From an optimization exercise on the open Yosys and OpenROAD flow, aimed at small area, a short achievable clock period and few clock cycles; shortcuts taken in it are not production practice. No functional check of the RTL was part of any run shown here. Power figures rest on the tool's default switching activity, not on a simulated workload.

==> design/flow/design.v <==
package rfsc_pkg;
	localparam logic [1:0] OP_TICK  = 2'd0;
	localparam logic [1:0] OP_PLAY  = 2'd1;
	localparam logic [1:0] OP_STOP  = 2'd2;
	localparam logic [1:0] OP_WRITE = 2'd3;
	localparam logic [1:0] EV_ACT        = 2'd0;
	localparam logic [1:0] EV_DEACT      = 2'd1;
	localparam logic [1:0] EV_NONE_FOUND = 2'd2;
endpackage
module round_filtered_step_chaser_core (
	input  logic        clk,
	input  logic        arst_n,
	input  logic        cfg_we,
	input  logic [4:0]  cfg_wdata,
	input  logic        s_tvalid,
	output logic        s_tready,
	input  logic [1:0]  s_tuser,
	input  logic [71:0] s_tdata,
	output logic        m_tvalid,
	input  logic        m_tready,
	output logic [1:0]  m_tuser,
	output logic [23:0] m_tdata,
	output logic        m_tlast
);
	localparam logic [14:0] RN_TOP = 15'h7fff;
	logic [15:0] t_dm  [16];   
	logic [14:0] t_lo  [16];
	logic [14:0] t_hi  [16];
	logic [1:0]  t_fl  [16];
	logic [3:0]  last_q;       
	logic [15:0] below_q;      
	logic        playing_q;
	logic        srch_q;       
	logic        tick_q;       
	logic [7:0]  cnt_q;        
	logic [16:0] el_q;
	logic [16:0] dm_q;         
	logic        dfl_q;        
	logic [3:0]  cp_q;         
	logic [15:0] ch_q;
	logic [14:0] cr_q;
	logic        inc_q;        
	logic [14:0] clo_q;        
	logic [14:0] chi_q;
	logic        cact_q;
	logic        ov_q;         
	logic [1:0]  ok_q;
	logic [3:0]  os_q;
	logic [14:0] or_q;
	logic        ol_q;
	logic        pv_q;         
	logic [3:0]  ps_q;         
	logic        accept;
	logic        op_tick, op_play, op_stop, op_write;
	assign s_tready = !srch_q && !pv_q && (!ov_q || m_tready);
	assign accept   = s_tvalid && s_tready;
	assign op_tick  = accept && (s_tuser == rfsc_pkg::OP_TICK);
	assign op_play  = accept && (s_tuser == rfsc_pkg::OP_PLAY);
	assign op_stop  = accept && (s_tuser == rfsc_pkg::OP_STOP);
	assign op_write = accept && (s_tuser == rfsc_pkg::OP_WRITE);
	logic [3:0]  w_idx;
	logic [15:0] w_dur, w_min, w_ex, w_max;
	logic [15:0] w_dm;
	logic [14:0] lo_m, hi_m, w_lo, w_hi;
	logic        ex_on, never;
	assign w_idx = s_tdata[3:0];
	assign w_dur = s_tdata[19:4];
	assign w_min = s_tdata[35:20];
	assign w_ex  = s_tdata[51:36];
	assign w_max = s_tdata[67:52];
	assign w_dm  = w_dur - 16'd1;
	assign lo_m  = w_min[15] ? 15'd0 : w_min[14:0];
	assign hi_m  = w_max[15] ? RN_TOP : w_max[14:0];
	assign ex_on = !w_ex[15];
	assign never = (w_max[15] && (w_max != 16'hffff)) || (w_ex[15] && (w_ex != 16'hffff)) ||
		(ex_on && ((w_ex[14:0] < lo_m) || (w_ex[14:0] > hi_m)));
	assign w_lo  = ex_on ? w_ex[14:0] : lo_m;
	assign w_hi  = never ? 15'd0 : (ex_on ? w_ex[14:0] : hi_m);
	always_ff @(posedge clk) begin
		for (int i = 0; i < 16; i++) begin
			if (op_write && (w_idx == 4'(i))) begin
				t_dm[i] <= w_dm;
				t_lo[i] <= w_lo;
				t_hi[i] <= w_hi;
				t_fl[i] <= s_tdata[69:68];
			end
		end
	end
	logic        hit;
	logic        wrap;
	logic [3:0]  np;
	logic [15:0] nh;           
	logic [14:0] nr;
	logic [3:0]  cur;          
	logic [14:0] rn;           
	assign hit  = (cr_q >= clo_q) && (cr_q <= chi_q);
	assign wrap = !(|(ch_q & below_q));
	assign np   = wrap ? 4'd0 : cp_q + 4'd1;
	assign nh   = {ch_q[14:0] & below_q[14:0], wrap};
	assign nr   = (wrap && (cr_q != RN_TOP)) ? cr_q + 15'd1 : cr_q;
	assign cur  = (cp_q == 4'd0) ? last_q : cp_q - 4'd1;
	assign rn   = inc_q ? cr_q - 15'd1 : cr_q;
	logic [14:0] n_lo, n_hi;
	logic        n_act;
	logic [15:0] c_dm;
	logic        c_dfl;
	always_comb begin
		n_lo  = '0;
		n_hi  = '0;
		n_act = 1'b0;
		c_dm  = '0;
		c_dfl = 1'b0;
		for (int i = 0; i < 16; i++) begin
			n_lo  = n_lo  | (t_lo[i] & {15{nh[i]}});
			n_hi  = n_hi  | (t_hi[i] & {15{nh[i]}});
			n_act = n_act | (t_fl[i][0] & nh[i]);
			c_dm  = c_dm  | (t_dm[i] & {16{ch_q[i]}});
			c_dfl = c_dfl | (t_fl[i][1] & ch_q[i]);
		end
	end
	logic        adv;
	logic        sat;
	logic        try_c;        
	logic        is_tick;
	logic        nf;           
	logic        to_first;     
	logic [16:0] el_adv;
	assign sat      = &el_q;
	assign adv      = dm_q[16] || (el_q > dm_q);
	assign el_adv   = el_q + ~dm_q + {16'd0, !sat};
	assign try_c    = srch_q || (op_tick && playing_q && adv) || (op_play && !playing_q);
	assign is_tick  = srch_q ? tick_q : op_tick;
	assign nf       = srch_q && !hit && (cnt_q == 8'h80);
	assign to_first = (op_stop && playing_q) || nf;
	logic deact_ev;
	logic [3:0] old;
	assign deact_ev = is_tick && dfl_q;
	assign old      = srch_q ? ps_q : cur;
	always_ff @(posedge clk or negedge arst_n) begin
		if (!arst_n) begin
			last_q    <= 4'd0;
			below_q   <= 16'd0;
			playing_q <= 1'b0;
			srch_q    <= 1'b0;
			cp_q      <= 4'd0;
			ch_q      <= 16'd1;
			cr_q      <= 15'd1;
			ov_q      <= 1'b0;
			pv_q      <= 1'b0;
		end else begin
			if (cfg_we) begin
				for (int i = 0; i < 16; i++) begin
					below_q[i] <= (5'(i) < cfg_wdata - 5'd1) && (i < 15);
				end
				if (cfg_wdata == 5'd0) last_q <= 4'd0;
				else if (cfg_wdata > 5'd16) last_q <= 4'd15;
				else last_q <= 4'(cfg_wdata - 5'd1);
				if (cfg_wdata == 5'd0) below_q <= 16'd0;
			end
			if (ov_q && m_tready) begin
				ov_q <= pv_q;
				pv_q <= 1'b0;
			end
			if (op_play && !playing_q) playing_q <= 1'b1;
			if (op_stop && playing_q) begin
				playing_q <= 1'b0;
				if (dfl_q) ov_q <= 1'b1;
			end
			if (try_c) begin
				srch_q <= !hit && !nf;
				if (hit) begin
					if (cact_q || deact_ev) ov_q <= 1'b1;
					pv_q <= cact_q && deact_ev;
				end else if (nf) begin
					playing_q <= 1'b0;
					ov_q      <= 1'b1;
				end
			end
			if (to_first) begin
				cp_q <= 4'd0;
				ch_q <= 16'd1;
				cr_q <= 15'd1;
			end else if (try_c) begin
				cp_q <= np;
				ch_q <= nh;
				cr_q <= nr;
			end
		end
	end
	always_ff @(posedge clk) begin
		if (op_tick && playing_q && !adv) el_q <= el_q + 17'd1;
		if (op_play && !playing_q) el_q <= 17'd0;
		if (op_write && (w_idx == cur)) begin
			dm_q  <= {w_dur == 16'd0, w_dm};
			dfl_q <= s_tdata[69];
		end
		if (to_first) begin
			clo_q  <= t_lo[0];
			chi_q  <= t_hi[0];
			cact_q <= t_fl[0][0];
		end else if (try_c) begin
			clo_q  <= n_lo;
			chi_q  <= n_hi;
			cact_q <= n_act;
			inc_q  <= wrap && (cr_q != RN_TOP);
		end else if (op_write && (w_idx == cp_q)) begin
			clo_q  <= w_lo;
			chi_q  <= w_hi;
			cact_q <= s_tdata[68];
		end
		if (ov_q && m_tready) begin
			ok_q <= rfsc_pkg::EV_DEACT;
			os_q <= ps_q;
			ol_q <= 1'b1;
		end
		if (op_stop && playing_q) begin
			ok_q <= rfsc_pkg::EV_DEACT;
			os_q <= cur;
			or_q <= rn;
			ol_q <= 1'b1;
		end
		if (try_c) begin
			if (!srch_q) begin
				tick_q <= op_tick;
				ps_q   <= cur;
				cnt_q  <= 8'h01;
			end else begin
				cnt_q  <= {cnt_q[6:0], cnt_q[7] ^ cnt_q[5] ^ cnt_q[4] ^ cnt_q[3]};
			end
			ok_q <= (cact_q || nf) ? {nf, 1'b0} : rfsc_pkg::EV_DEACT;
			os_q <= (cact_q || nf) ? cp_q : old;
			or_q <= cr_q;
			ol_q <= !(cact_q && deact_ev) || nf;
			if (hit) begin
				dm_q  <= {c_dm == 16'hffff, c_dm};
				dfl_q <= c_dfl;
				if (is_tick) el_q <= el_adv;
			end
		end
	end
	assign m_tvalid = ov_q;
	assign m_tuser  = ok_q;
	assign m_tdata  = {5'd0, or_q, os_q};
	assign m_tlast  = ol_q;
endmodule
==> design/flow/run.sh <==
#!/bin/bash
# synth_recipe.tcl (not shown) runs the flow's synth.tcl, then flattens the netlist and writes it again
# the make line also repeats each setting of config.mk as NAME=value (left out here)
make -C /OpenROAD-flow-scripts/flow DESIGN_CONFIG=/design/flow/config.mk WORK_HOME=/design/flow/orfs CLKGATE_MAP_FILE= SYNTH_SCRIPT=/design/flow/synth_recipe.tcl finish
==> design/flow/config.mk <==
export PLATFORM = sky130hd
export DESIGN_NAME = round_filtered_step_chaser_core
export DESIGN_NICKNAME = round_filtered_step_chaser_core
export VERILOG_FILES = /design/flow/design.v
export SDC_FILE = /design/flow/constraint.sdc
export NUM_CORES = 4
export LEC_CHECK = 0
export CAP_MARGIN = 20
export CORE_MARGIN = 2
export CORE_UTILIZATION = 40
export SLEW_MARGIN = 20
==> design/flow/constraint.sdc <==
create_clock -name core_clock -period 5.0 [get_ports {clk}]
set_input_delay 1.0000 -clock core_clock [delete_from_list [all_inputs] [get_ports {clk}]]
set_output_delay 1.0000 -clock core_clock [all_outputs]
set_load 0.01 [all_outputs]
==> qor.csv, run 1 <==
stage;metric;value;unit
yosys;ys async rst share;0.0625;
global_routing;grt total ovfl;0;
sta;worst slew pin tran;1.09;ns
setup_path;r2r worst-path depth;12;
setup_path;WS Path Type;reg -> reg;
setup_path;startpoint class of the critical path;flip-flop;
yosys;Synth top area share;0.646;
yosys;Primary FF master, synth;edfxtp_1;
routing;vias;25600;
setup_path;CP Max Fanout;25;
sta;Final period util;0.776;
setup_path;Critical path buffers and inverters;4;
sta;crit path time final;3.88;ns
yosys;number of enable-type register cells in the synthesized netlist;835;
pwr;Pleak;15.5;nW
clocking;Hold Buf Count CTS;0;
clocking;CTS max path bufs;3;
sta;Min Hold Slack;0.479;ns
setup_path;Critical Path Stages;12;
routing;DR iter-0 viols;3377;
die;die width;315;µm
setup_path;r2r startpoint;dm_q[5]$_DFF_P_;
routing;DRT Pass-1 Iters;6;
yosys;Yosys cell types;77;
yosys;register area share after synthesis;0.702;
clocking;Post-CTS Setup Bufs;0;
placement;HPWL Detailed;66300;µm
placement;RD Place Congestion;0.853;
setup_path;Worst Setup End Kind;flip-flop;
yosys;FF+latch count, synth;928;
clocking;clk slew on worst S/H paths;0.07;ns
sta;Final Slew Violations;0;
routing;post-route ant nets;0;
global_routing;antenna violations before repair;4;
setup_path;Critical-path top delay cell;or4_1;
placement;Placement Cell Area;0.0420;mm²
die;chip height;315;µm
yosys;Syn Area/Cell;14.6;µm²
sta;Setup Viol. Count Final;0;
final_layout;Design Area, Final;0.0451;mm²
clocking;CTS root buf;clkbuf_16;
sta;Final Hold Vio Count;0;
die;top-level port count;113;
setup_path;slowest stage delay, CP;0.49;ns
routing;WL/cell;28.5;µm
global_routing;GRT Total Usage;0.235;
setup_path;R2R Path End;chi_q[8]$_DFFE_PP_;
sta;relative slew slack;0.273;
routing;Vias/cell;6.15;
final_layout;commonest non-fill, non-tap cell in the layout;edfxtp_1;
placement;dpl cells;3992;
final_layout;layout cells sized above 1;0.114;
global_routing;wire length of the first global-routing pass;171000;µm
clocking;Post-CTS Resized;0;
die;Initial Utilization;0.403;
yosys;yosys synthesis warning count;5;
sta;FMAX;258;MHz
setup_path;Worst Setup SP;dm_q[5]$_DFF_P_;
setup_path;Crit path max-delay family;buffers and inverters;
global_routing;largest net degree at the start of global routing;59;
pwr;Max VDD drop;279;µV
min_path;worst min path class;in -> async;
pwr;pwr dens;481;mW/mm²
setup_path;R2R setup slack;1.12;ns
final_layout;Final #Nets;2979;
routing;Routed WL;119000;µm
setup_path;Arr. time, crit path;4.26;ns
yosys;Post-Syn Instances;2659;
die;cell row count;114;
sta;RSZ-0062 raised after global routing;false;
die;Die Footprint;0.0995;mm²
die;Core ar.;0.0964;mm²
yosys;post-synth top area cell;edfxtp_1;
final_layout;Area Growth Syn to Fin;16.2;%
clocking;worst skew pair latency;0.67;ns
clocking;# H-tree levels;3;
setup_path;Req. time, crit path;5.38;ns
placement;IO buf count;105;
yosys;mapped cell area;0.0388;mm²
setup_path;Critical Path, Cell by Cell;inv_1, ha_1, nand4_1, or4_1, nor2_1, a211oi_2, buf_4, a21oi_2, inv_2, a211oi_2, buf_4, o221ai_1;
clocking;total CTS buffers;91;
final_layout;Final Util;0.468;
run;Max Cap Viol;0;
routing;Post-route DRC;0;
final_layout;final non-filler cell total;4166;
status;status;no timing/DRC/antenna violations;
setup_path;CP endpoint;chi_q[8]$_DFFE_PP_;
global_routing;vias in the first global route;24800;
clocking;CTS sink cnt;928;
sta;Worst Skew;0.0284;ns
pwr;total power draw;21.7;mW
yosys;Synth area leaders;edfxtp_1 65%, a22oi_1 4.5%, dfrtp_1 3.6%, ha_1 2.7%, dfxtp_1 1.8%;
final_layout;most frequent cells in the layout;835 x edfxtp_1, 231 x a22oi_1, 115 x nor2_1;
clocking;TritonCTS clock tree;done;
## cell type report
class / count / area (µm²)
multi-input combinational: 1449 / 10700
fill: 8277 / 51300
clock buffer: 107 / 2410
antenna: 4 / 10.0
inverter: 114 / 428
tap: 1276 / 1600
clock inverter: 63 / 679
timing repair buffer: 225 / 2070
sequential: 928 / 27200
## worst min-delay path by stage
| stage | from | to | slack (ns) | cells past startpoint |
|---|---|---|---|---|
| CTS | below_q[4]$_DFFE_PN0P_ | below_q[4]$_DFFE_PN0P_ | 0.49 | 1 |
| floorplan | below_q[12]$_DFFE_PN0P_ | below_q[12]$_DFFE_PN0P_ | 0.45 | 1 |
| global placement | below_q[4]$_DFFE_PN0P_ | below_q[4]$_DFFE_PN0P_ | 0.47 | 1 |
| finish | arst_n | cr_q[7]$_DFFE_PN0P_ | 0.48 | 2 |
| global route | below_q[1]$_DFFE_PN0P_ | below_q[1]$_DFFE_PN0P_ | 0.51 | 2 |
| detailed placement | below_q[4]$_DFFE_PN0P_ | below_q[4]$_DFFE_PN0P_ | 0.47 | 1 |
## registers in the layout (all words and copies together), names as in the netlist, 2 cells and up
| name | count |
|---|---|
| ps_q | 4 |
| clo_q | 15 |
| cr_q | 15 |
| t_fl | 32 |
| os_q | 4 |
| t_dm | 256 |
| cnt_q | 8 |
| t_lo | 240 |
| below_q | 15 |
| last_q | 4 |
| ok_q | 2 |
| el_q | 17 |
| or_q | 15 |
| t_hi | 240 |
| cp_q | 4 |
| dm_q | 17 |
| ch_q | 16 |
| chi_q | 15 |
## power by group
| part | switching, mW | internal, mW |
|---|---|---|
| sequential | 0.356 | 9.11 |
| clock | 2.99 | 4.04 |
| combinational | 3.27 | 1.94 |
| total | 6.62 | 15.1 |
## cells in the mapped netlist, drive strengths merged, types with 21 or more instances
cell    count
edfxtp    835
a22oi     231
clkbuf    126
nor2      124
inv       114
nand3      92
nand4      87
ha         84
a22o       71
a21oi      70
nand2      63
mux2i      62
dfrtp      56
a221oi     48
buf        46
xnor2      43
o21ai      38
nor3       37
dfxtp      35
a211o      30
and2       29
nand2b     22
nor4       22
a222oi     21
## worst reg2reg max path, delay by kind of cell (launching register included)
family | cells | cell delay (ns)
compound gates | 4 | 0.84
fa+ha+maj | 1 | 0.41
buf+inv | 4 | 0.98
flops | 1 | 0.42
simple gates | 3 | 0.95
## routing by layer
metal  wire length [µm]  vias to the layer above  global-route usage
li1                   -                    10900                   -
met4               2920                        0              0.0709
met2              56200                     1455               0.381
met1              48200                    13100               0.328
met5                  0                        -                   0
met3              11700                      176              0.0349
## kinds of logic after synthesis
| group | Yosys count | share of synthesized area |
|---|---|---|
| mux | 69 | 0.0180 |
| simple gates | 567 | 0.0775 |
| other cells | 1 | 0.0000966 |
| flops | 928 | 0.702 |
| compound gates | 658 | 0.130 |
| fa+ha+maj | 87 | 0.0284 |
| buf+inv | 286 | 0.0300 |
| xor+xnor | 63 | 0.0142 |
## per-stage QoR
stage               worst slack, ns  setup TNS (ns)
floorplan                     -1.79         -257.56
global placement              0.554               0
detailed placement            0.554               0
CTS                            1.19               0
global route                  0.923               0
finish                         1.12               0
==> run 2: changes to the inputs <==
--- a/design/flow/design.v
+++ b/design/flow/design.v
@@ -30,3 +30,2 @@
 	logic [3:0]  last_q;       
-	logic [15:0] below_q;      
 	logic        playing_q;
@@ -36,3 +35,3 @@
 	logic [16:0] el_q;
-	logic [16:0] dm_q;         
+	logic [17:0] rem_q;        
 	logic        dfl_q;        
@@ -45,2 +44,4 @@
 	logic        cact_q;
+	logic [15:0] cdm_q;
+	logic        cdfl_q;
 	logic        ov_q;         
@@ -88,2 +89,4 @@
 	end
+	logic [15:0] below;      
+	always_comb for (int i = 0; i < 16; i++) below[i] = 4'(i) < last_q;
 	logic        hit;
@@ -96,5 +99,5 @@
 	assign hit  = (cr_q >= clo_q) && (cr_q <= chi_q);
-	assign wrap = !(|(ch_q & below_q));
+	assign wrap = !(|(ch_q & below));
 	assign np   = wrap ? 4'd0 : cp_q + 4'd1;
-	assign nh   = {ch_q[14:0] & below_q[14:0], wrap};
+	assign nh   = {ch_q[14:0] & below[14:0], wrap};
 	assign nr   = (wrap && (cr_q != RN_TOP)) ? cr_q + 15'd1 : cr_q;
@@ -104,4 +107,4 @@
 	logic        n_act;
-	logic [15:0] c_dm;
-	logic        c_dfl;
+	logic [15:0] n_dm;
+	logic        n_dfl;
 	always_comb begin
@@ -110,4 +113,4 @@
 		n_act = 1'b0;
-		c_dm  = '0;
-		c_dfl = 1'b0;
+		n_dm  = '0;
+		n_dfl = 1'b0;
 		for (int i = 0; i < 16; i++) begin
@@ -116,4 +119,4 @@
 			n_act = n_act | (t_fl[i][0] & nh[i]);
-			c_dm  = c_dm  | (t_dm[i] & {16{ch_q[i]}});
-			c_dfl = c_dfl | (t_fl[i][1] & ch_q[i]);
+			n_dm  = n_dm  | (t_dm[i] & {16{nh[i]}});
+			n_dfl = n_dfl | (t_fl[i][1] & nh[i]);
 		end
@@ -127,5 +130,11 @@
 	logic [16:0] el_adv;
+	logic [17:0] rem_adv;
+	logic [17:0] cdm_x;        
+	logic [17:0] wdm_x;
 	assign sat      = &el_q;
-	assign adv      = dm_q[16] || (el_q > dm_q);
-	assign el_adv   = el_q + ~dm_q + {16'd0, !sat};
+	assign adv      = rem_q[17];
+	assign el_adv   = ~rem_q[16:0] + {16'd0, !sat};
+	assign cdm_x    = {{2{cdm_q == 16'hffff}}, cdm_q};
+	assign wdm_x    = {{2{w_dur == 16'd0}}, w_dm};
+	assign rem_adv  = cdm_x + rem_q + {17'd0, sat};
 	assign try_c    = srch_q || (op_tick && playing_q && adv) || (op_play && !playing_q);
@@ -141,3 +150,2 @@
 			last_q    <= 4'd0;
-			below_q   <= 16'd0;
 			playing_q <= 1'b0;
@@ -151,5 +159,2 @@
 			if (cfg_we) begin
-				for (int i = 0; i < 16; i++) begin
-					below_q[i] <= (5'(i) < cfg_wdata - 5'd1) && (i < 15);
-				end
 				if (cfg_wdata == 5'd0) last_q <= 4'd0;
@@ -157,3 +162,2 @@
 				else last_q <= 4'(cfg_wdata - 5'd1);
-				if (cfg_wdata == 5'd0) below_q <= 16'd0;
 			end
@@ -190,6 +194,9 @@
 	always_ff @(posedge clk) begin
-		if (op_tick && playing_q && !adv) el_q <= el_q + 17'd1;
+		if (op_tick && playing_q && !adv) begin
+			el_q  <= el_q + 17'd1;
+			rem_q <= rem_q - 18'd1;
+		end
 		if (op_play && !playing_q) el_q <= 17'd0;
 		if (op_write && (w_idx == cur)) begin
-			dm_q  <= {w_dur == 16'd0, w_dm};
+			rem_q <= wdm_x - {1'b0, el_q};
 			dfl_q <= s_tdata[69];
@@ -200,2 +207,4 @@
 			cact_q <= t_fl[0][0];
+			cdm_q  <= t_dm[0];
+			cdfl_q <= t_fl[0][1];
 		end else if (try_c) begin
@@ -204,2 +213,4 @@
 			cact_q <= n_act;
+			cdm_q  <= n_dm;
+			cdfl_q <= n_dfl;
 			inc_q  <= wrap && (cr_q != RN_TOP);
@@ -209,2 +220,4 @@
 			cact_q <= s_tdata[68];
+			cdm_q  <= w_dm;
+			cdfl_q <= s_tdata[69];
 		end
@@ -234,5 +247,9 @@
 			if (hit) begin
-				dm_q  <= {c_dm == 16'hffff, c_dm};
-				dfl_q <= c_dfl;
-				if (is_tick) el_q <= el_adv;
+				dfl_q <= cdfl_q;
+				if (is_tick) begin
+					el_q  <= el_adv;
+					rem_q <= rem_adv;
+				end else begin
+					rem_q <= cdm_x;
+				end
 			end
--- a/design/flow/config.mk
+++ b/design/flow/config.mk
@@ -10,2 +10,3 @@
 export CORE_UTILIZATION = 40
+export SETUP_SLACK_MARGIN = 2.6
 export SLEW_MARGIN = 20
==> run 2 against run 1 <==
Wire length up 9.3%; clock skew grew 0.0086 ns; die area up 1.7%; still clean on timing, DRC and antenna; sequential share of layout area shrank 6.9 points; design area up 14%; clock power fell by 4.8%; count of clock-buffer cells in the layout down 1; via count grew 9.0%; synthesized area grew 1.7%; synthesized cell count grew 4.3%; fmax rose by 3.8%; critical path depth rose by 6.
==> qor.csv, run 2 <==
stage;metric;value;unit
clocking;clk slew on worst S/H paths;0.06;ns
routing;post-route ant nets;0;
global_routing;largest net degree at the start of global routing;50;
die;chip height;318;µm
sta;FMAX;268;MHz
setup_path;WS Path Type;reg -> reg;
sta;Final Slew Violations;0;
final_layout;fillers;7938;
min_path;worst min path class;in -> async;
routing;WL/cell;28.5;µm
pwr;pwr dens;488;mW/mm²
global_routing;GRT Total Usage;0.246;
final_layout;layout cells sized above 1;0.275;
pwr;Max VDD drop;271;µV
pwr;Flop pwr share;0.393;
yosys;Syn Area/Cell;14.2;µm²
final_layout;biggest regs;t_dm x256, t_hi x240, t_lo x240;
final_layout;Design Area, Final;0.0512;mm²
placement;HPWL Detailed;68200;µm
yosys;FF+latch count, synth;930;
die;die width;318;µm
yosys;post-synth top area cell;edfxtp_1;
die;Initial Utilization;0.402;
setup_path;Req. time, crit path;5.52;ns
final_layout;Area Growth Syn to Fin;29.8;%
pwr;clock share of power;0.268;
pwr;switch share;0.333;
routing;DR iter-0 viols;3774;
sta;Worst Skew;0.0370;ns
die;cell row count;115;
sta;RSZ-0062 raised after global routing;true;
sta;relative slew slack;0.395;
final_layout;Reg with most FFs;t_dm;
final_layout;Final #Nets;3390;
sta;Setup Viol. Count Final;0;
clocking;Hold Buf Count CTS;0;
yosys;register area share after synthesis;0.693;
routing;Post-route DRC;0;
setup_path;Worst Setup SP;el_q[8]$_DFF_P_;
global_routing;antenna violations before repair;1;
routing;Routed WL;130000;µm
yosys;most frequent cell after synthesis;edfxtp_1;
setup_path;startpoint class of the critical path;flip-flop;
placement;RD Place Congestion;0.896;
global_routing;wire length of the first global-routing pass;185000;µm
routing;vias;27900;
pwr;Pleak;18.1;nW
run;Max Cap Viol;0;
yosys;yosys synthesis warning count;5;
clocking;total CTS buffers;92;
routing;Vias/cell;6.13;
final_layout;area of the multi-input gates;0.0131;mm²
clocking;CTS root buf;clkbuf_16;
die;Core ar.;0.0981;mm²
yosys;Synth top area share;0.648;
setup_path;Worst Setup End Kind;flip-flop;
yosys;mapped cell area;0.0395;mm²
clocking;# H-tree levels;3;
global_routing;grt total ovfl;0;
pwr;Net Switching;8.34;mW
placement;Placement Cell Area;0.0432;mm²
final_layout;antenna cells;0;
final_layout;commonest non-fill, non-tap cell in the layout;edfxtp_1;
sta;Final period util;0.747;
yosys;Post-Syn Instances;2773;
clocking;CTS sink cnt;930;
placement;IO buf count;105;
pwr;internal cell power;16.7;mW
yosys;number of enable-type register cells in the synthesized netlist;852;
sta;Final Hold Vio Count;0;
sta;crit path time final;3.74;ns
yosys;Primary FF master, synth;edfxtp_1;
final_layout;Final Util;0.522;
yosys;Yosys cell types;84;
yosys;ys async rst share;0.0452;
final_layout;most frequent cells in the layout;852 x edfxtp_1, 184 x buf_4, 150 x nand2_1;
final_layout;register area;0.0274;mm²
status;status;no timing/DRC/antenna violations;
yosys;Synth area leaders;edfxtp_1 65%, a222oi_1 3.7%, ha_1 3.3%, dfrtp_1 2.5%, a22oi_1 2.2%;
global_routing;vias in the first global route;27400;
clocking;CTS max path bufs;3;
sta;worst slew pin tran;0.900;ns
die;Die Footprint;0.101;mm²
clocking;TritonCTS clock tree;done;
setup_path;CP Max Fanout;3;
sta;Setup TNS;0;ns
setup_path;Arr. time, crit path;4.26;ns
yosys;Synth top cells by count;852 x edfxtp_1, 172 x nand2_1, 158 x nor2_1;
pwr;combinational share of power;0.340;
clocking;worst skew pair latency;0.68;ns
routing;DRT Pass-1 Iters;9;
setup_path;r2r startpoint;el_q[8]$_DFF_P_;
final_layout;max reg flops;256;
die;top-level port count;113;
-- run 2: path summary, 6_finish.rpt --
kind,slack (ns),to,cells after the start
setup / recovery,1.26,rem_q[16]$_DFF_P_,18
hold / removal,0.34,last_q[0]$_DFFE_PN0P_,1
setup reg to reg,1.26,rem_q[16]$_DFF_P_,18
hold reg to reg,0.50,dfl_q$_DFF_P_,2
max in group asynchronous,4.22,srch_q$_DFFE_PN0N_,1
min in group core_clock,0.50,dfl_q$_DFF_P_,2
-- run 2: what timing repair did --
item	CTS	global route
pin swaps	165	89
gates resized for setup	586	165
buffers inserted	185	46
setup endpoints to repair	1420	488
gates cloned	29	7
-- run 2: cell type report --
cell class,instances,share of cell area
Inverter,104,0.00850
Multi-Input combinational cell,1587,0.255
Clock inverter,57,0.0103
Sequential cell,930,0.534
Tap cell,1287,0.0314
Timing Repair Buffer,485,0.114
Clock buffer,106,0.0459
-- run 2: through the flow --
stage	cells	hold slack [ns]	total power, mW	setup slack [ns]
after global routing	4556	0.349	25.9	1.13
final	4556	0.335	25.0	1.26
after global placement	4126	0.428	15.9	0.244
after CTS	4503	0.477	24.2	1.32
after detailed placement	4126	0.458	16.0	0.234
after floorplan	2777	0.418	13.7	0.797
-- run 2: layer usage --
| layer | share of wire | routed length [µm] | track usage | vias to the layer above |
|---|---|---|---|---|
| met4 | 0.032 | 4110 | 0.0704 | 2 |
| met1 | 0.39 | 51300 | 0.333 | 14200 |
| met2 | 0.48 | 62800 | 0.411 | 1506 |
| met5 | 0.000062 | 8 | 0 | - |
| li1 | - | - | - | 12000 |
| met3 | 0.090 | 11700 | 0.0359 | 238 |
-- run 2: power by group through the flow --
stage          registers (mW)  clock network, mW  logic (mW)
2_1_floorplan            9.77                  0        3.96
3_3_place_gp             9.97                  0        5.91
3_5_place_dp             9.99                  0        6.05
4_1_cts                  9.80               6.76        7.59
5_1_grt                  9.88               7.06        9.01
6_report                 9.82               6.69        8.50
-- run 2: logic make-up after synthesis --
kind of cell    Yosys count  share of synthesized area
mux                      34                    0.00881
simple gates            647                     0.0806
flops                   930                      0.693
compound gates          678                      0.132
buf+inv                 261                     0.0260
xor+xnor                114                     0.0253
fa+ha+maj               108                     0.0347
other cells               1                  0.0000950
-- run 2: worst max-delay path: stages (launching register included) --
cell and delay, ns:
dfxtp_4 0.38, inv_6 0.04, nor4_4 0.29, and3_4 0.25, nand3_4 0.10, nor4_4 0.23, ha_2 0.25, inv_2 0.05
fa_2 0.36, inv_2 0.07, fa_2 0.21, a211oi_2 0.08, o21ai_1 0.19, a31oi_2 0.14, o31a_1 0.31, o2111ai_2 0.21
o211ai_1 0.14, mux2i_1 0.20, o211ai_1 0.11
==> run 3: changes to the inputs <==
--- a/design/flow/config.mk
+++ b/design/flow/config.mk
@@ -9,3 +9,3 @@
 export CORE_MARGIN = 2
-export CORE_UTILIZATION = 40
+export CORE_UTILIZATION = 65
 export SETUP_SLACK_MARGIN = 2.6
==> run 3 against run 2 <==
Power fell by 0.33%; cell count fell by 10%; first-iteration DRC count rose by 33%; hold slack improved by 0.025 ns; count of clock-buffer cells in the layout rose by 13; clock power fell by 4.3%; critical endpoint unchanged; largest cell class unchanged; highest routed layer unchanged.
==> qor.csv, run 3 <==
stage;metric;value;unit
routing;Routed WL;132000;µm
sta;Final Slew Violations;0;
routing;vias;29600;
global_routing;grt met3 use;0.0976;
sta;Worst Skew;0.0403;ns
setup_path;CP Max Fanout;3;
pwr;Max VDD drop;349;µV
clocking;CTS sink cnt;930;
yosys;XOR/XNOR Fraction of Synth Area;0.0253;
pwr;pwr dens;488;mW/mm²
final_layout;most frequent cells in the layout;852 x edfxtp_1, 197 x buf_4, 150 x nand2_1;
placement;HPWL Detailed;63400;µm
yosys;simple-gate portion of the synthesized area;0.0806;
yosys;ys async rst share;0.0452;
yosys;mux contribution to synthesized area;0.00881;
setup_path;Critical-path top delay cell;dfxtp_1;
die;Core ar.;0.0602;mm²
final_layout;Reg with most FFs;t_dm;
global_routing;gr busiest metal;met2;
sta;Final period util;0.745;
routing;post-route ant nets;0;
yosys;Synth top cells by count;852 x edfxtp_1, 172 x nand2_1, 158 x nor2_1;
global_routing;GRT Total Usage;0.394;
sta;relative slew slack;0.256;
sta;crit path time final;3.73;ns
final_layout;max reg flops;256;
clocking;CTS max path bufs;3;
setup_path;R2R setup slack;1.27;ns
final_layout;layout cells sized above 1;0.283;
run;Max Cap Viol;0;
setup_path;r2r worst-path depth;18;
die;chip height;250;µm
die;Initial Utilization;0.655;
die;top-level port count;113;
clocking;clk slew on worst S/H paths;0.07;ns
status;status;no timing/DRC/antenna violations;
clocking;# H-tree levels;3;
yosys;Synth Area in Compound Gates;0.132;
clocking;worst skew pair latency;0.66;ns
final_layout;biggest regs;t_dm x256, t_hi x240, t_lo x240;
clocking;Hold Buf Count CTS;0;
setup_path;WS Path Type;reg -> reg;
yosys;Post-Syn Instances;2773;
sta;FMAX;268;MHz
setup_path;Crit path max-delay family;compound AO/OA/AOI/OAI gates;
global_routing;largest net degree at the start of global routing;50;
global_routing;grt total ovfl;0;
yosys;largest family of logic cells by synthesized area;compound AO/OA/AOI/OAI gates;
placement;IO buf count;105;
setup_path;startpoint class of the critical path;flip-flop;
min_path;worst min path class;in -> async;
setup_path;slowest stage delay, CP;0.37;ns
sta;Setup Viol. Count Final;0;
placement;RD Place Congestion;0.914;
sta;RSZ-0062 raised after global routing;true;
yosys;yosys synthesis warning count;5;
yosys;Primary FF master, synth;edfxtp_1;
sta;post-route setup slack;1.27;ns
yosys;post-synth top area cell;edfxtp_1;
routing;DR iter-0 viols;5004;
routing;WL/cell;32.3;µm
setup_path;Arr. time, crit path;4.25;ns
yosys;Yosys cell types;84;
clocking;CTS root buf;clkbuf_16;
yosys;register area share after synthesis;0.693;
sta;Setup TNS;0;ns
sta;worst slew pin tran;1.11;ns
sta;Final Hold Vio Count;0;
routing;Vias/cell;7.23;
clocking;TritonCTS clock tree;done;
pwr;Pleak;18.3;nW
setup_path;R2R Path End;rem_q[16]$_DFF_P_;
final_layout;Area Growth Syn to Fin;29.4;%
yosys;most frequent cell after synthesis;edfxtp_1;
die;die width;250;µm
die;cell row count;90;
setup_path;Critical path buffers and inverters;3;
setup_path;Req. time, crit path;5.52;ns
clocking;total CTS buffers;90;
placement;pre-CTS worst setup slack;0.252;ns
setup_path;Critical Path, Cell by Cell;inv_1, nor4_4, and3_4, nand3_4, nor4_4, ha_2, inv_2, fa_2, inv_2, fa_2, a211oi_4, o21ai_2, a31oi_2, o31a_1, o2111ai_2, o211ai_1, mux2i_1, o211ai_1;
setup_path;r2r startpoint;el_q[9]$_DFF_P_;
final_layout;Final #Nets;3436;
die;Die Footprint;0.0627;mm²
yosys;FF+latch count, synth;930;
routing;DRT Pass-1 Iters;10;
yosys;mapped cell area;0.0395;mm²
global_routing;wire length of the first global-routing pass;180000;µm
global_routing;vias in the first global route;28200;
global_routing;M1 GR Usage;0.532;
yosys;Synth top area share;0.648;
routing;Post-route DRC;0;
yosys;number of enable-type register cells in the synthesized netlist;852;
yosys;Post-Synth Adder-Cell Area;0.0347;
setup_path;Worst Setup End Kind;flip-flop;
final_layout;commonest non-fill, non-tap cell in the layout;edfxtp_1;
final_layout;fillers;2728;
global_routing;antenna violations before repair;5;
yosys;Synth area leaders;edfxtp_1 65%, a222oi_1 3.7%, ha_1 3.3%, dfrtp_1 2.5%, a22oi_1 2.2%;
pwr;total power draw;24.9;mW
yosys;Syn Area/Cell;14.2;µm²
global_routing;M2 GR Usage;0.620;
## run 3: changes by cell type in the layout (fill, tap and decap cells not counted), sizes merged, moves of 3 or more
cell / change
clkbuf: +24
clkinv: -15
bufbuf: +3
clkdlybuf4s50: +4
buf: +27
dlymetal6s2s: +3
dlygate4sd2: -5
bufinv: -4
## run 3: worst max path at each step
stage                         start                 to  slack [ns]  cells past startpoint
floorplan                s_tdata[7]  rem_q[17]$_DFF_P_        0.80                     15
detailed placement       s_tdata[6]  rem_q[17]$_DFF_P_        0.25                     15
global route        el_q[9]$_DFF_P_  rem_q[16]$_DFF_P_        1.10                     18
CTS                 el_q[8]$_DFF_P_  rem_q[16]$_DFF_P_        1.38                     18
global placement         s_tdata[7]  rem_q[17]$_DFF_P_        0.25                     15
finish              el_q[9]$_DFF_P_  rem_q[16]$_DFF_P_        1.27                     18
## run 3: routing by layer
layer / up-vias / share of wire
met1: 14400 / 0.34
met2: 2532 / 0.46
met4: 8 / 0.058
met5: - / 0.00042
li1: 12000 / -
met3: 564 / 0.14
## run 3: final cells by class
cell class              instances  area [µm²]  area share
diodes                          1        2.50   0.0000490
clock inverters                39         324     0.00634
well taps                     782         978      0.0191
repair inverters                1        6.26    0.000122
clock buffers                 119        2380      0.0466
inverters                     104         432     0.00845
repair buffers                530        6290       0.123
multi-input cells            1589       13300       0.260
flip-flops and latches        930       27400       0.536
## run 3: cell families (layout without fill, tap and decap cells)
group                      count (synthesis)  in the layout
DFF                                      930            930
other                                      1              6
xor gates and xnor gates                 114            114
buffers and inverters                    261            793
muxes                                     34             34
AOI/OAI and AO/OA                        678            678
and+or+nand+nor                          647            650
adders and majority gates                108            108
## run 3: where the power goes
group          total [mW]  leakage, nW  switching, mW  internal (mW)
registers            9.94         8.62          0.620           9.32
logic                8.59         8.37           4.96           3.64
clock network        6.40         1.31           2.93           3.47
total                24.9         18.3           8.50           16.4
## run 3: worst register-to-register path, delay by kind of cell, from the launching register on
family                     cells  cell delay (ns)
AOI/OAI and AO/OA              7             1.12
adders and majority gates      3             0.79
buffers and inverters          3             0.25
DFF                            1             0.37
muxes                          1             0.25
and+or+nand+nor                4             0.81
## run 3: through the flow
| stage | utilization | std cells | hold WS [ns] | cell area [µm²] |
|---|---|---|---|---|
| after CTS | 0.820 | 4011 | 0.475 | 49400 |
| after global placement | 0.704 | 3604 | 0.428 | 42400 |
| after global routing | 0.848 | 4095 | 0.386 | 51100 |
| after detailed placement | 0.704 | 3605 | 0.459 | 42400 |
| final | 0.848 | 4095 | 0.360 | 51100 |
| after floorplan | - | 2777 | 0.418 | 40100 |
## run 3: repair_timing
action | 4_1_cts | 5_1_grt
gates resized for setup | 580 | 230
pin swaps | 179 | 95
setup endpoints to repair | 1372 | 718
gates cloned | 29 | 14
buffers inserted | 219 | 69
endpoints found under the hold margin | 0 | 0
==> run 4: changes to the inputs <==
--- a/design/flow/design.v
+++ b/design/flow/design.v
@@ -32,3 +32,3 @@
 	logic        srch_q;       
-	logic        tick_q;       
+	logic        dq_q;         
 	logic [7:0]  cnt_q;        
@@ -126,3 +126,2 @@
 	logic        try_c;        
-	logic        is_tick;
 	logic        nf;           
@@ -132,3 +131,2 @@
 	logic [17:0] cdm_x;        
-	logic [17:0] wdm_x;
 	assign sat      = &el_q;
@@ -137,6 +135,4 @@
 	assign cdm_x    = {{2{cdm_q == 16'hffff}}, cdm_q};
-	assign wdm_x    = {{2{w_dur == 16'd0}}, w_dm};
 	assign rem_adv  = cdm_x + rem_q + {17'd0, sat};
 	assign try_c    = srch_q || (op_tick && playing_q && adv) || (op_play && !playing_q);
-	assign is_tick  = srch_q ? tick_q : op_tick;
 	assign nf       = srch_q && !hit && (cnt_q == 8'h80);
@@ -145,3 +141,3 @@
 	logic [3:0] old;
-	assign deact_ev = is_tick && dfl_q;
+	assign deact_ev = srch_q ? dq_q : (op_tick && dfl_q);
 	assign old      = srch_q ? ps_q : cur;
@@ -194,9 +190,18 @@
 	always_ff @(posedge clk) begin
-		if (op_tick && playing_q && !adv) begin
-			el_q  <= el_q + 17'd1;
-			rem_q <= rem_q - 18'd1;
-		end
-		if (op_play && !playing_q) el_q <= 17'd0;
+		if (op_tick && playing_q) begin
+			if (adv) begin
+				el_q  <= el_adv;
+				rem_q <= rem_adv;
+			end else begin
+				el_q  <= el_q + 17'd1;
+				rem_q <= rem_q - 18'd1;
+			end
+		end
+		if (op_play && !playing_q) begin
+			el_q  <= 17'd0;
+			rem_q <= cdm_x;
+		end
+		if (srch_q) rem_q <= cdm_x - {1'b0, el_q};
 		if (op_write && (w_idx == cur)) begin
-			rem_q <= wdm_x - {1'b0, el_q};
+			rem_q <= {2'b00, w_dur} + ~{1'b0, el_q};
 			dfl_q <= s_tdata[69];
@@ -236,3 +241,3 @@
 			if (!srch_q) begin
-				tick_q <= op_tick;
+				dq_q   <= op_tick && dfl_q;
 				ps_q   <= cur;
@@ -246,11 +251,3 @@
 			ol_q <= !(cact_q && deact_ev) || nf;
-			if (hit) begin
-				dfl_q <= cdfl_q;
-				if (is_tick) begin
-					el_q  <= el_adv;
-					rem_q <= rem_adv;
-				end else begin
-					rem_q <= cdm_x;
-				end
-			end
+			dfl_q <= cdfl_q;
 		end
--- a/design/flow/config.mk
+++ b/design/flow/config.mk
@@ -9,3 +9,3 @@
 export CORE_MARGIN = 2
-export CORE_UTILIZATION = 65
+export CORE_UTILIZATION = 40
 export SETUP_SLACK_MARGIN = 2.6
==> run 4 against run 3 <==
Fmax shrank 13%; clock power up 7.5%; cell count rose by 17%; register-to-register slack got worse by 0.57 ns; setup slack worse by 0.57 ns; synthesized area is 2.7% higher; synthesized cell count rose by 3.2%; critical path type unchanged.
==> qor.csv, run 4 <==
stage;metric;value;unit
status;status;no timing/DRC/antenna violations;
die;Initial Utilization;0.404;
clocking;TritonCTS clock tree;done;
sta;Setup Viol. Count Final;0;
setup_path;Req. time, crit path;5.38;ns
clocking;total CTS buffers;94;
die;chip height;322;µm
yosys;post-synth top area cell;edfxtp_1;
die;top-level port count;113;
yosys;register area share after synthesis;0.679;
pwr;Max VDD drop;293;µV
final_layout;biggest regs;t_dm x256, t_hi x240, t_lo x240;
placement;RD Place Congestion;0.897;
global_routing;wire length of the first global-routing pass;198000;µm
clocking;CTS sink cnt;930;
routing;WL/cell;29.6;µm
routing;DRT Pass-1 Iters;10;
yosys;Syn Area/Cell;14.2;µm²
global_routing;largest net degree at the start of global routing;75;
yosys;mapped cell area;0.0406;mm²
die;cell row count;116;
die;die width;322;µm
clocking;worst skew pair latency;0.70;ns
yosys;Synth top area share;0.645;
final_layout;max reg flops;256;
yosys;number of enable-type register cells in the synthesized netlist;871;
sta;post-route setup slack;0.701;ns
sta;worst slew pin tran;1.20;ns
setup_path;startpoint class of the critical path;flip-flop;
yosys;Yosys cell types;88;
die;Core ar.;0.100;mm²
routing;Routed WL;142000;µm
final_layout;Reg with most FFs;t_dm;
sta;relative slew slack;0.199;
yosys;Synth area leaders;edfxtp_1 64%, ha_1 3.7%, a222oi_1 3.4%, dfrtp_1 2.5%, a22oi_1 2.1%;
sta;Final period util;0.860;
final_layout;final non-filler cell total;4785;
clocking;# H-tree levels;3;
final_layout;commonest non-fill, non-tap cell in the layout;edfxtp_1;
yosys;Post-Syn Instances;2863;
final_layout;Final #Nets;3566;
global_routing;GRT Total Usage;0.261;
yosys;Primary FF master, synth;edfxtp_1;
sta;RSZ-0062 raised after global routing;true;
setup_path;Worst Setup End Kind;flip-flop;
placement;HPWL Detailed;70700;µm
die;Die Footprint;0.104;mm²
global_routing;vias in the first global route;29100;
pwr;pwr dens;536;mW/mm²
sta;FMAX;233;MHz
yosys;FF+latch count, synth;930;
yosys;ys async rst share;0.0452;
sta;Final Slew Violations;0;
yosys;most frequent cell after synthesis;edfxtp_1;
routing;DR iter-0 viols;4735;
yosys;Synth top cells by count;871 x edfxtp_1, 167 x nor2_1, 139 x a222oi_1;
sta;crit path time final;4.30;ns
yosys;yosys synthesis warning count;5;
routing;vias;29800;
clocking;clk slew on worst S/H paths;0.07;ns
routing;Post-route DRC;0;
clocking;CTS root buf;clkbuf_16;
placement;IO buf count;105;
global_routing;grt total ovfl;0;
setup_path;CP Max Fanout;3;
routing;Vias/cell;6.23;
final_layout;layout cells sized above 1;0.294;
placement;dpl cells;4263;
pwr;Pleak;19.2;nW
clocking;CTS max path bufs;3;
global_routing;antenna violations before repair;4;
sta;Setup TNS;0;ns
run;Max Cap Viol;0;
sta;Worst Skew;0.0432;ns
setup_path;Arr. time, crit path;4.68;ns
routing;post-route ant nets;0;
min_path;worst min path class;in -> async;
sta;Final Hold Vio Count;0;
setup_path;WS Path Type;reg -> reg;
placement;pre-CTS worst setup slack;0.242;ns
final_layout;Area Growth Syn to Fin;32.2;%
final_layout;Final Util;0.534;
final_layout;most frequent cells in the layout;871 x edfxtp_1, 187 x buf_4, 156 x buf_6;
## run 4: cell count changes after synthesis, moves of 18 or more
cell / change
edfxtp_1: +19
a221o_1: +31
and3_1: +25
dfxtp_1: -19
nand2_1: -40
a211o_1: -18
a21oi_1: +19
## run 4: worst paths after layout
| check | cells past startpoint | from | endpoint | slack, ns |
|---|---|---|---|---|
| worst max-delay path | 20 | el_q[0]$_SDFFE_PP0P_ | rem_q[16]$_DFFE_PP_ | 0.70 |
| worst min-delay path | 1 | arst_n | cr_q[14]$_DFFE_PN0P_ | 0.33 |
| worst max register to register | 20 | el_q[0]$_SDFFE_PP0P_ | rem_q[16]$_DFFE_PP_ | 0.70 |
| worst min register to register | 2 | el_q[4]$_SDFFE_PP0P_ | el_q[4]$_SDFFE_PP0P_ | 0.49 |
| max in group asynchronous | 1 | arst_n | last_q[2]$_DFFE_PN0P_ | 4.18 |
| min in group core_clock | 2 | el_q[4]$_SDFFE_PP0P_ | el_q[4]$_SDFFE_PP0P_ | 0.49 |
## run 4: timing repair
item	4_1_cts	5_1_grt
setup buffers	238	72
hold buffers	0	0
pin swaps	181	122
setup endpoints to repair	1486	850
cloned	31	16
gates resized for setup	671	321
## run 4: layout make-up
cell class,count,area [µm²]
timing repair buffer,553,6420
clock buffer,109,2410
multi-input combinational,1675,14500
sequential,930,27600
fill,7887,46700
tap,1357,1700
inverter,105,415
clock inverter,55,556
antenna,1,2.50
## run 4: through the flow
step | hold WS, ns | area [µm²] | total power [mW]
after floorplan | 0.458 | 40800 | 15.9
after global placement | 0.478 | 43900 | 18.7
after detailed placement | 0.479 | 43900 | 18.9
after global routing | 0.363 | 53600 | 29.8
final | 0.327 | 53600 | 28.7
after CTS | 0.490 | 51400 | 27.6
## run 4: critical path: stages, from the launching register on
cell	delay, ns
dfxtp_4	0.37
ha_4	0.13
nand4_1	0.23
nor4_4	0.26
and3_4	0.24
and3_4	0.17
and3_4	0.19
ha_4	0.16
inv_4	0.04
fa_2	0.36
inv_2	0.07
fa_2	0.23
a211oi_4	0.07
o211ai_1	0.24
a41o_1	0.30
a31oi_4	0.13
buf_6	0.14
o211ai_1	0.21
xor2_1	0.11
a211oi_2	0.30
a221oi_2	0.06
## run 4: routing by layer
| metal | up-vias | GRT usage | share of wire |
|---|---|---|---|
| li1 | 12500 | - | - |
| met1 | 15000 | 0.346 | 0.38 |
| met2 | 1934 | 0.414 | 0.46 |
| met3 | 368 | 0.0634 | 0.12 |
| met4 | 4 | 0.0993 | 0.048 |
| met5 | - | 0 | 0.00016 |
## run 4: cell families after synthesis
family | synth area share
adder cells (fa/ha/maj) | 0.0392
XOR/XNOR | 0.0255
multiplexers | 0.00691
other | 0.0000925
AO/OA/AOI/OAI | 0.138
AND/OR/NAND/NOR | 0.0840
flip-flops | 0.679
buffers and inverters | 0.0266
## run 4: where the power goes
| part | internal (mW) | leakage [nW] | total, mW | switching (mW) |
|---|---|---|---|---|
| sequential | 9.51 | 8.70 | 10.3 | 0.761 |
| clock | 3.83 | 1.44 | 6.88 | 3.05 |
| combinational | 5.02 | 9.06 | 11.6 | 6.53 |
| total | 18.4 | 19.2 | 28.7 | 10.3 |
==> run 5: changes to the inputs <==
--- a/design/flow/config.mk
+++ b/design/flow/config.mk
@@ -7,2 +7,3 @@
 export LEC_CHECK = 0
+export ABC_AREA = 1
 export CAP_MARGIN = 20
==> run 5 against run 4 <==
Largest power group unchanged; critical endpoint is now rem_q[6]$_DFFE_PP_; power is 2.4% higher; register-to-register slack gained 0.79 ns; critical path depth is 4 higher; synthesized cell count grew 45%; highest routed layer unchanged; still clean; utilization decreased by 1.3 points; sequential share of layout area down 2.0 points; die area rose by 6.4%; non-clock buffer count down 61; wire length up 5.2%; largest cell class unchanged.
==> qor.csv, run 5 <==
stage;metric;value;unit
routing;Vias/cell;5.61;
placement;RD Place Congestion;0.923;
global_routing;vias in the first global route;32300;
clocking;CTS sink cnt;930;
yosys;ys async rst share;0.0452;
sta;Setup TNS;0;ns
global_routing;largest net degree at the start of global routing;49;
global_routing;grt met3 use;0.0367;
routing;Post-route DRC;0;
clocking;total CTS buffers;95;
yosys;Yosys cell types;59;
run;Max Cap Viol;0;
global_routing;wire length of the first global-routing pass;213000;µm
routing;WL/cell;24.5;µm
clocking;Hold Buf Count CTS;0;
sta;worst slew pin tran;0.728;ns
setup_path;Arr. time, crit path;3.91;ns
pwr;pwr dens;527;mW/mm²
global_routing;M1 GR Usage;0.343;
routing;vias;34100;
pwr;Max VDD drop;255;µV
routing;DRT Pass-1 Iters;6;
die;top-level port count;113;
routing;post-route ant nets;0;
yosys;most frequent cell after synthesis;nand2_1;
sta;Min Hold Slack;0.335;ns
yosys;Synth area leaders;edfxtp_1 61%, nand2_1 11%, ha_1 3.4%, nand3_1 2.9%, nor2_1 2.4%;
yosys;yosys synthesis warning count;5;
die;Die Footprint;0.111;mm²
final_layout;Reg with most FFs;t_dm;
final_layout;Final #Nets;4803;
global_routing;gr busiest metal;met2;
sta;Setup Viol. Count Final;0;
final_layout;Area Growth Syn to Fin;29.1;%
pwr;total power draw;29.4;mW
sta;Worst Skew;0.0548;ns
clocking;clk slew on worst S/H paths;0.07;ns
placement;IO buf count;105;
sta;Final Hold Vio Count;0;
sta;RSZ-0062 raised after global routing;true;
setup_path;Req. time, crit path;5.39;ns
die;die width;333;µm
yosys;Primary FF master, synth;edfxtp_1;
die;Core ar.;0.107;mm²
yosys;FF+latch count, synth;930;
final_layout;commonest non-fill, non-tap cell in the layout;nand2_1;
global_routing;GRT Total Usage;0.260;
yosys;Post-Syn Instances;4140;
final_layout;biggest regs;t_dm x256, t_hi x240, t_lo x240;
pwr;Pleak;21.8;nW
setup_path;CP Max Fanout;3;
final_layout;most frequent cells in the layout;1,153 x nand2_1, 871 x edfxtp_1, 241 x inv_1;
sta;Final period util;0.703;
setup_path;WS Path Type;reg -> reg;
final_layout;layout cells sized above 1;0.218;
setup_path;R2R setup slack;1.49;ns
yosys;register area share after synthesis;0.638;
clocking;TritonCTS clock tree;done;
global_routing;M2 GR Usage;0.435;
sta;FMAX;285;MHz
setup_path;Worst Setup End Kind;flip-flop;
yosys;mapped cell area;0.0432;mm²
placement;HPWL Detailed;84200;µm
final_layout;max reg flops;256;
yosys;Synth top cells by count;1,312 x nand2_1, 871 x edfxtp_1, 280 x nor2_1;
sta;crit path time final;3.51;ns
clocking;CTS root buf;clkbuf_16;
setup_path;startpoint class of the critical path;flip-flop;
min_path;worst min path class;in -> async;
yosys;post-synth top area cell;edfxtp_1;
die;cell row count;120;
yosys;number of enable-type register cells in the synthesized netlist;871;
clocking;worst skew pair latency;0.70;ns
routing;DR iter-0 viols;3679;
routing;Routed WL;149000;µm
global_routing;antenna violations before repair;3;
global_routing;grt total ovfl;0;
yosys;Syn Area/Cell;10.4;µm²
sta;Final Slew Violations;0;
sta;relative slew slack;0.509;
clocking;# H-tree levels;3;
die;Initial Utilization;0.404;
die;chip height;333;µm
clocking;CTS max path bufs;3;
status;status;no timing/DRC/antenna violations;
yosys;Synth top area share;0.605;
-- run 5: area by class of cell --
class | instances | area [µm²]
Sequential cell | 930 | 27600
Inverter | 281 | 1220
Clock buffer | 128 | 2540
Timing Repair Buffer | 492 | 5670
Timing Repair inverter | 2 | 11.3
Tap cell | 1403 | 1760
Clock inverter | 50 | 527
Fill cell | 9107 | 51300
Multi-Input combinational cell | 2794 | 16500
Antenna cell | 2 | 5.00
-- run 5: worst paths after layout --
path	startpoint	end	cells past startpoint
setup / recovery	el_q[4]$_SDFFE_PP0P_	rem_q[6]$_DFFE_PP_	24
hold / removal	arst_n	ch_q[8]$_DFFE_PN0P_	1
setup reg to reg	el_q[4]$_SDFFE_PP0P_	rem_q[6]$_DFFE_PP_	24
hold reg to reg	ch_q[0]$_DFFE_PN1P_	ch_q[0]$_DFFE_PN1P_	2
max in group asynchronous	arst_n	last_q[2]$_DFFE_PN0P_	1
min in group core_clock	ch_q[0]$_DFFE_PN1P_	ch_q[0]$_DFFE_PN1P_	2
-- run 5: kinds of logic (layout without fill, tap and decap cells) --
group,Yosys count,in the layout,synth area share
adder cells (fa/ha/maj),123,123,0.0363
XOR/XNOR,69,69,0.0140
other,1,7,0.0000868
AO/OA/AOI/OAI,500,500,0.0680
buffers and inverters,427,953,0.0407
AND/OR/NAND/NOR,2090,2097,0.203
flip-flops,930,930,0.638
-- run 5: what timing repair did --
action / 4_1_cts / 5_1_grt
buffers inserted: 175 / 73
hold endpoints to repair: 0 / 0
pin swaps: 163 / 136
resized for setup: 651 / 257
cloned: 31 / 13
setup endpoints to repair: 1469 / 796
-- run 5: metal layers --
layer / share of wire / vias to the layer above
met4: 0.046 / 4
met5: 0.00017 / -
li1: - / 15400
met2: 0.48 / 1646
met3: 0.082 / 365
met1: 0.39 / 16700
-- run 5: through the flow --
stage          cell area (µm²)  instances  setup slack, ns  utilization
6_report                 55800       6082             1.49        0.521
5_1_grt                  55800       6080             1.25        0.521
4_1_cts                  54100       5994             1.45        0.505
3_5_place_dp             46800       5610            0.691        0.437
3_3_place_gp             46800       5610            0.686        0.437
2_1_floorplan            43600       4144             1.48            -
-- run 5: worst max-delay path, cell delays in order, from the launching register on --
cell	delay, ns
dfxtp_2	0.36
inv_4	0.05
nor4_4	0.28
nand2_1	0.10
nor2_2	0.14
nand3_2	0.09
nor3_2	0.11
nand3_1	0.10
nor2_2	0.11
ha_2	0.20
inv_4	0.05
fa_2	0.36
inv_2	0.09
fa_2	0.21
nand2_2	0.05
nand3_2	0.07
and2_4	0.17
inv_2	0.05
o21bai_4	0.15
buf_6	0.12
nand2_1	0.04
nand2_1	0.07
o21ai_2	0.07
a21oi_1	0.15
a21oi_1	0.05
-- run 5: power breakdown --
group	internal [mW]	leakage, nW	switching, mW	total, mW
clock	3.93	1.48	3.12	7.05
combinational	4.67	11.6	7.49	12.2
sequential	9.48	8.70	0.694	10.2
total	18.1	21.8	11.3	29.4
==> run 6: changes to the inputs <==
--- a/design/flow/design.v
+++ b/design/flow/design.v
@@ -35,2 +35,3 @@
 	logic [16:0] el_q;
+	logic        sat_q;        
 	logic [17:0] rem_q;        
@@ -131,3 +132,3 @@
 	logic [17:0] cdm_x;        
-	assign sat      = &el_q;
+	assign sat      = sat_q;
 	assign adv      = rem_q[17];
@@ -193,2 +194,3 @@
 				el_q  <= el_adv;
+				sat_q <= sat ? (rem_q[16:0] == 17'd0) : (rem_q[16:0] == 17'd1);
 				rem_q <= rem_adv;
@@ -196,2 +198,3 @@
 				el_q  <= el_q + 17'd1;
+				sat_q <= el_q == 17'h1fffe;
 				rem_q <= rem_q - 18'd1;
@@ -201,2 +204,3 @@
 			el_q  <= 17'd0;
+			sat_q <= 1'b0;
 			rem_q <= cdm_x;
--- a/design/flow/config.mk
+++ b/design/flow/config.mk
@@ -7,3 +7,2 @@
 export LEC_CHECK = 0
-export ABC_AREA = 1
 export CAP_MARGIN = 20
==> run 6 against run 5 <==
Largest cell class unchanged; combinational power fell by 6%; highest routed layer unchanged; utilization rose by 4.9 points; hold slack got worse by 0.012 ns; via count fell by 5.5%; sequential power barely moved; flip-flop and latch count rose by 1; setup slack improved by 0.34 ns; synthesized cell count fell by 31%; register-to-register slack improved by 0.34 ns; non-clock buffer count rose by 238; count of clock-buffer cells in the layout fell by 13.
==> qor.csv, run 6 <==
stage;metric;value;unit
placement;pre-CTS worst setup slack;0.342;ns
yosys;Syn Area/Cell;14.2;µm²
sta;Setup Viol. Count Final;0;
sta;Final Slew Violations;0;
setup_path;Worst Setup End Kind;flip-flop;
clocking;# H-tree levels;3;
sta;Min Hold Slack;0.323;ns
setup_path;CP endpoint;cdm_q[10]$_DFFE_PP_;
yosys;largest family of logic cells by synthesized area;compound AO/OA/AOI/OAI gates;
clocking;total CTS buffers;91;
final_layout;layout cells sized above 1;0.328;
global_routing;vias in the first global route;29200;
yosys;Yosys cell types;80;
sta;Final Hold Vio Count;0;
pwr;combinational share of power;0.402;
yosys;Post-Synth Adder-Cell Area;0.0393;
die;cell row count;116;
placement;HPWL Detailed;69100;µm
sta;RSZ-0062 raised after global routing;true;
die;chip height;321;µm
yosys;number of enable-type register cells in the synthesized netlist;871;
global_routing;largest net degree at the start of global routing;70;
routing;Routed WL;165000;µm
setup_path;Req. time, crit path;5.41;ns
sta;Setup TNS;0;ns
yosys;register area share after synthesis;0.684;
global_routing;GRT Total Usage;0.274;
sta;relative slew slack;0.237;
final_layout;Final #Nets;3715;
placement;IO buf count;105;
die;Die Footprint;0.103;mm²
final_layout;final non-filler cell total;4888;
setup_path;Worst Setup SP;chi_q[1]$_DFFE_PP_;
yosys;most frequent cell after synthesis;edfxtp_1;
clocking;CTS max path bufs;3;
clocking;CTS root buf;clkbuf_16;
routing;DRT Pass-1 Iters;8;
setup_path;startpoint class of the critical path;flip-flop;
yosys;post-synth top area cell;edfxtp_1;
placement;Placement Cell Area;0.0436;mm²
routing;DR iter-0 viols;5640;
sta;worst slew pin tran;1.14;ns
final_layout;most frequent cells in the layout;871 x edfxtp_1, 199 x buf_4, 173 x buf_6;
clocking;clk slew on worst S/H paths;0.06;ns
setup_path;Arr. time, crit path;3.59;ns
sta;Final period util;0.634;
routing;vias;32300;
yosys;Synth Area in Compound Gates;0.146;
final_layout;commonest non-fill, non-tap cell in the layout;edfxtp_1;
sta;post-route setup slack;1.83;ns
yosys;mux contribution to synthesized area;0.00342;
routing;Post-route DRC;0;
pwr;Flop pwr share;0.354;
pwr;Max VDD drop;308;µV
yosys;yosys synthesis warning count;5;
pwr;internal cell power;18.4;mW
final_layout;biggest regs;t_dm x256, t_hi x240, t_lo x240;
yosys;simple-gate portion of the synthesized area;0.0768;
yosys;Synth area leaders;edfxtp_1 65%, ha_1 3.7%, a222oi_1 3.6%, dfrtp_1 2.5%, a221oi_1 1.7%;
placement;dpl cells;4189;
routing;post-route ant nets;0;
yosys;Synth top area share;0.649;
die;Initial Utilization;0.403;
yosys;Post-Syn Instances;2840;
yosys;ys async rst share;0.0451;
clocking;TritonCTS clock tree;done;
setup_path;R2R Path End;cdm_q[10]$_DFFE_PP_;
routing;WL/cell;33.8;µm
yosys;XOR/XNOR Fraction of Synth Area;0.0259;
placement;RD Place Congestion;0.889;
pwr;switch share;0.355;
yosys;Primary FF master, synth;edfxtp_1;
setup_path;r2r worst-path depth;12;
setup_path;r2r startpoint;chi_q[1]$_DFFE_PP_;
die;die width;321;µm
clocking;worst skew pair latency;0.72;ns
yosys;mapped cell area;0.0403;mm²
pwr;Pleak;20.5;nW
die;Core ar.;0.100;mm²
sta;FMAX;315;MHz
global_routing;antenna violations before repair;10;
routing;Vias/cell;6.60;
setup_path;CP Max Fanout;7;
sta;Worst Skew;0.0491;ns
clocking;CTS sink cnt;931;
pwr;Net Switching;10.2;mW
yosys;FF+latch count, synth;931;
yosys;Synth top cells by count;871 x edfxtp_1, 171 x nor2_1, 151 x nand2_1;
global_routing;wire length of the first global-routing pass;206000;µm
global_routing;grt total ovfl;0;
status;status;no timing/DRC/antenna violations;
run;Max Cap Viol;0;
final_layout;Reg with most FFs;t_dm;
final_layout;Design Area, Final;0.0570;mm²
final_layout;max reg flops;256;
final_layout;fillers;7291;
setup_path;WS Path Type;reg -> reg;
min_path;worst min path class;in -> async;
setup_path;R2R setup slack;1.83;ns
final_layout;Area Growth Syn to Fin;41.5;%
die;top-level port count;113;
pwr;clock share of power;0.244;
pwr;pwr dens;501;mW/mm²
sta;crit path time final;3.17;ns
[run 6: cells by family after synthesis]
logic type / after synthesis
multiplexers: 13
adder cells (fa/ha/maj): 124
AO/OA/AOI/OAI: 772
buffers and inverters: 253
other: 1
AND/OR/NAND/NOR: 627
flip-flops: 931
XOR/XNOR: 119
[run 6: final cells by class]
cell class                      instances  area, µm²  area share
Multi-Input combinational cell       1666      14300       0.251
Timing Repair Buffer                  730      10200       0.178
Antenna cell                            6       15.0    0.000263
Clock inverter                         55        557     0.00977
Inverter                               87        350     0.00615
Sequential cell                       931      27600       0.484
Clock buffer                          115       2390      0.0419
Tap cell                             1298       1620      0.0285
[run 6: power groups by stage]
stage	Combinational, mW	Clock (mW)	Sequential (mW)
after global routing	12.0	7.27	10.1
after detailed placement	7.72	0	10.3
after global placement	7.51	0	10.3
final	11.5	6.97	10.1
after CTS	10.1	6.90	10.0
after floorplan	5.31	0	9.97
[run 6: critical path: stages, from the launching register on]
cell      delay [ns]
edfxtp_1        0.42
inv_2           0.16
ha_1            0.27
nor2b_1         0.14
nor3_1          0.22
o21a_1          0.25
nor3_4          0.08
o311ai_4        0.27
and2_4          0.24
buf_12          0.12
nand2_8         0.12
buf_6           0.17
a221o_1         0.39
[run 6: worst min path at each step]
stage                    startpoint  slack, ns  cells after the start                   end
6_report                     arst_n       0.32                      1   cr_q[7]$_DFFE_PN0P_
5_1_grt                      arst_n       0.35                      1   cr_q[7]$_DFFE_PN0P_
4_1_cts        ch_q[13]$_DFFE_PN0P_       0.50                      1  ch_q[13]$_DFFE_PN0P_
3_5_place_dp   ch_q[13]$_DFFE_PN0P_       0.49                      1  ch_q[13]$_DFFE_PN0P_
3_3_place_gp   ch_q[13]$_DFFE_PN0P_       0.49                      1  ch_q[13]$_DFFE_PN0P_
2_1_floorplan   ch_q[5]$_DFFE_PN0P_       0.47                      1   ch_q[5]$_DFFE_PN0P_
[run 6: repair_timing]
item	4_1_cts	5_1_grt
endpoints found under the setup margin	1514	1353
resized for setup	793	332
endpoints found under the hold margin	0	0
pin swaps	212	139
hold buffers	0	0
gates cloned	79	74
setup buffers	257	113
[run 6: through the flow]
stage                     power (mW)  utilization
after floorplan                 15.3            -
after detailed placement        18.0        0.436
after global placement          17.8        0.436
after global routing            29.4        0.570
after CTS                       27.1        0.531
final                           28.6        0.570
[run 6: per-layer routing]
metal,vias up,GRT usage,part of all wire,routed length [µm]
met5,-,0,0.00070,116
met4,12,0.147,0.081,13300
met3,662,0.0538,0.14,23200
met2,2709,0.438,0.44,73000
met1,16000,0.355,0.34,55700
li1,12900,-,-,-

[re-timing with driven ports]
Ports are ideal in the flow. The routed layouts listed here were re-timed in OpenROAD. Step 1: set_driving_cell puts a clkbuf_16 on clk and a buf_2 on each other input, an assumption about the parent block. Step 2 times the ports against the registers' clock, not the clock port: input delays grow and output delays shrink by t, the midpoint of the rising clock arrivals with the driver on. a / b / c = no drivers / after step 1 / after step 2; a / b = the first two.
run | t (ns) | setup WS [ns] | cell pins on the clock port's net
run 1 | 0.724 | 1.122 / 1.122 / 0.480 | 1
run 2 | 0.734 | 1.263 / 1.263 / 0.689 | 1
run 3 | 0.715 | 1.273 / 1.273 / 0.819 | 1
run 4 | 0.743 | 0.701 / 0.701 / 0.701 | 1
run 5 | 0.742 | 1.487 / 1.487 / 1.375 | 1
run 6 | 0.762 | 1.828 / 1.828 / 1.334 | 1
After both steps every run listed still meets setup and hold. The setup slack of run 1, which loses most, moves by 0.000 ns with the drivers and by -0.642 ns with both steps.
